From an optimization exercise on the open Yosys and OpenROAD flow, aimed at small area; shortcuts taken in it are not production practice.
The RTL was checked by simulation tests, not by an equivalence proof against the original design.
Power is estimated from default activity; no workload was simulated.

== build 75 ==
==> flow/design.v (excerpt) <==
module game_core (
    input  wire                   CLK_Scan,
    input  wire                   rst_n,
    input  wire                   start,
    input  wire [3:0]             btn,
    output wire [21:0]            jet_pos,
    output wire [21:0]            enemy_pos,
    output wire [7:0]             jet_life,
    output wire [7:0]             enemy_life,
    output wire                   over,
    output wire                   result
);
clock: 7.5 ns
lec_check: 0
abc_area: 1
cap_margin: 0
core_margin: 2
core_utilization: 65
gpl_timing_driven: 0
slew_margin: 0
standard.sh (not shown) runs the stock make flow with config.mk's settings and CLKGATE_MAP_FILE= SYNTH_SCRIPT=/design/flow/synth_recipe.tcl, a recipe that flattens the netlist after the stock synthesis.
==> flow/flow/run.sh <==
#!/bin/bash
# Own layout flow: the standard flow (standard.sh) with these changes:
# - synthesis: the standard script (synth_recipe.tcl: same passes, flattening, renaming and
#   registers), except that Yosys does not lock adders into full/half-adder cells before
#   ABC (ADDER_MAP_FILE empty) and ABC maps with flow/abc_area.script;
# - port buffers are the smallest buffer, buf_1;
# - clock tree: larger sink clusters and no dummy loads;

# Each make run logs to its own file here; ORFS's step logs are under orfs/logs.
set -euo pipefail
W=$(pwd)
rm -rf "$W/scripts_abc"
cp -r "$FLOW_HOME/scripts" "$W/scripts_abc"
cp "$W/flow/abc_area.script" "$W/scripts_abc/abc_area.script"
bash standard.sh SCRIPTS_DIR="$W/scripts_abc" ADDER_MAP_FILE= synth > "$W/make_synth.log" 2>&1
bash standard.sh \
  "BUFFER_PORTS_ARGS=-buffer_cell sky130_fd_sc_hd__buf_1" \
  "CTS_ARGS=-sink_clustering_enable -repair_clock_nets -sink_clustering_size 28 -sink_clustering_max_diameter 80 -dont_use_dummy_load" \
  > "$W/make_layout.log" 2>&1
==> flow/flow/abc_area.script <==
strash
&get -n
&fraig -x
&put
scorr
dc2
strash
&get -n
&dch -f
&nf {D}
&put
buffer -c
topo
stime -c
dnsize -c
Changes in build 60 relative to build 75:
Settings: removing GPL_TIMING_DRIVEN (formerly 0).
==> flow/flow/abc_area.script <==
strash
&get -n
&fraig -x
&put
scorr
dc2
strash
&get -n
&dch -f
&nf -R 1000 {D}
&put
Core footprint: build 60 vs build 75 down about 5%. Build 75 and build 60 ended up with roughly the same detail-routed via count per cell. Fmax | build 60 vs build 75 | build 60 slower. Summary of build 60 over build 75: time the final worst path needs with I/O delays and setup up 0.89 ns; overall die height fell by 2.1%; area after synthesis went down; routed wire length decreased 1700 um. Taking build 60 as 1.0, build 75 lands at 0.70 on number of cells on the critical path. In build 60, wire length on met1 is lower than in build 75. The higher initial core utilization came out of build 60. Measured against each other, build 75 and build 60 differ in proportion of cell area occupied by registers, the lower figure coming from build 60. Summary of build 75 and build 60: one run falls short of a clean finish, namely build 60. Build 60: all stages done; final checks FAILED (setup timing).
Modified inputs, build 47 compared to build 60
-- flow/flow/abc_area.script --
<<< build 60, line 10
&nf -R 1000 {D}
>>> build 47, line 10
&nf {D}
Notes after the runs:
- In build 47 the post-synthesis adder-cell area fraction turned out 0.98 points lower than in build 60.
- In the floorplan summary, build 47 is listed with a die area greater than that of build 60.
- Count of placed standard cells in the final layout, fillers left out down about 3% in build 47 wrt build 60
- Summary of the comparison: effective utilization at floorplan is lower in build 47, relative to build 60.
- Build 47: done, clean on timing, DRC and antenna
- Compared with build 60, build 47 shows a lower total of clock buffers placed in the layout.
- Build 47 against build 60: routed length on met2 decreased 4.1%; combinational power fell by about 12%.
Inputs modified between build 47 and build 42:
==> flow/flow/abc_area.script <==
strash
&get -n
&fraig -x
&put
scorr
dc2
strash
&get -n
&dch -f
&nf -R 1000 {D}
&put
buffer -c
topo
stime -c
dnsize -c
### Flow results
Build 47: flow completed, timing, DRC and antenna clean. In build 42 the implementation ran to completion but is not tape-out ready, as the final checks report setup timing. Taking build 47 as the reference, in build 42 final worst hold slack lost 0.0093 ns, total power picked up an extra 110 uW, design area picked up an extra 690 sq um, final critical-path setup slack lost 0.77 ns.

* * *

game_core, a different RTL version from the one above (not shown whole).
Size in the first run: roughly 3300 cells after synthesis, about 350 flip-flops, ~69 I/O pins, about 24000 sq um of cells after synthesis.
Settings: LEC_CHECK=0, ABC_AREA=1, CAP_MARGIN=20, CORE_MARGIN=2, CORE_UTILIZATION=50, SLEW_MARGIN=20; clock period 7.5 ns.
run.sh (not shown) runs the stock make flow with config.mk's settings and CLKGATE_MAP_FILE= SYNTH_SCRIPT=/design/flow/synth_recipe.tcl, a recipe that flattens the netlist after the stock synthesis.
Stock flow here: none of the scripts above is used.
The baseline passed the timing, DRC and antenna checks.
Edit:
==> flow/flow/run.sh (new file) <==
#!/bin/bash
# Own layout flow: the standard flow (standard.sh), with one change to synthesis.
# Synthesis is the standard one (synth_recipe.tcl: same passes, flattening, renaming and
# registers) except that Yosys does not lock adders into full/half-adder cells before ABC
# (ADDER_MAP_FILE empty) and ABC maps with flow/abc_area.script. Every later step is
# standard.sh unchanged. Each make run logs to its own file here; ORFS's step logs are
# under orfs/logs.
set -euo pipefail
W=$(pwd)
rm -rf "$W/scripts_abc"
cp -r "$FLOW_HOME/scripts" "$W/scripts_abc"
cp "$W/flow/abc_area.script" "$W/scripts_abc/abc_area.script"
bash standard.sh SCRIPTS_DIR="$W/scripts_abc" ADDER_MAP_FILE= synth > "$W/make_synth.log" 2>&1
bash standard.sh > "$W/make_layout.log" 2>&1
==> flow/flow/abc_area.script (new file) <==
strash
&get -n
&fraig -x
&put
scorr
dc2
strash
&get -n
&dch -f
&nf {D}
&put
buffer -c
topo
stime -c
upsize -c
dnsize -c
==> flow/standard.sh (new file) <==
#!/bin/bash
# synth_recipe.tcl (not shown) runs the flow's synth.tcl, then flattens the netlist and writes it again
# the make line also repeats each setting of config.mk as NAME=value (left out here)
make -C /OpenROAD-flow-scripts/flow DESIGN_CONFIG=/design/flow/config.mk WORK_HOME=/design/flow/orfs CLKGATE_MAP_FILE= SYNTH_SCRIPT=/design/flow/synth_recipe.tcl "${@:-finish}"
removed: flow/run.sh
The changed run completed with no timing, DRC or antenna violations.
Critical path depth shrinks by 19.
Die area shrinks by about 10%.
Cell area shrinks by 11%.
Flip-flop and latch count does not change.

-- afterwards: timing with drivers on the ports --
The flow's constraints put no driver on any port. The routed layouts listed below were extracted and timed again, unchanged, in two steps. Step 1: set_driving_cell puts a clkbuf_16 on CLK_Scan and a buf_2 on each other input, an assumption about the parent block. Step 2 also shifts input and output timing later by t, the mid clock arrival at the registers, as if the neighbouring blocks saw the same clock. Slacks: ideal ports / drivers / drivers and shift; pairs: ideal ports / drivers.
run | t (ns) | setup WS [ns] | hold slack, ns | latest minus earliest clock arrival (ns) | worst data-port slew with drivers (ns)
build 75 | 0.567 | 0.326 / 0.326 / 0.326 | 0.449 / 0.449 / 0.449 | 0.088 / 0.088 | 0.03
build 60 | 0.569 | -0.564 / -0.564 / -0.564 | 0.458 / 0.458 / 0.458 | 0.052 / 0.052 | 0.03
build 47 | 0.561 | 0.446 / 0.446 / 0.446 | 0.455 / 0.455 / 0.455 | 0.082 / 0.081 | 0.03
build 42 | 0.554 | -0.328 / -0.328 / -0.328 | 0.446 / 0.446 / 0.446 | 0.068 / 0.068 | 0.03
the first run of note 2 | 0.630 | 1.103 / 1.103 / 0.772 | 0.427 / 0.427 / 0.427 | 0.024 / 0.024 | 0.03
the second run of note 2 | 0.626 | 0.749 / 0.749 / 0.749 | 0.448 / 0.448 / 0.448 | 0.022 / 0.022 | 0.04
The setup slack of the first run of note 2, which loses most, moves by 0.000 ns with the drivers and by -0.331 ns with both steps.
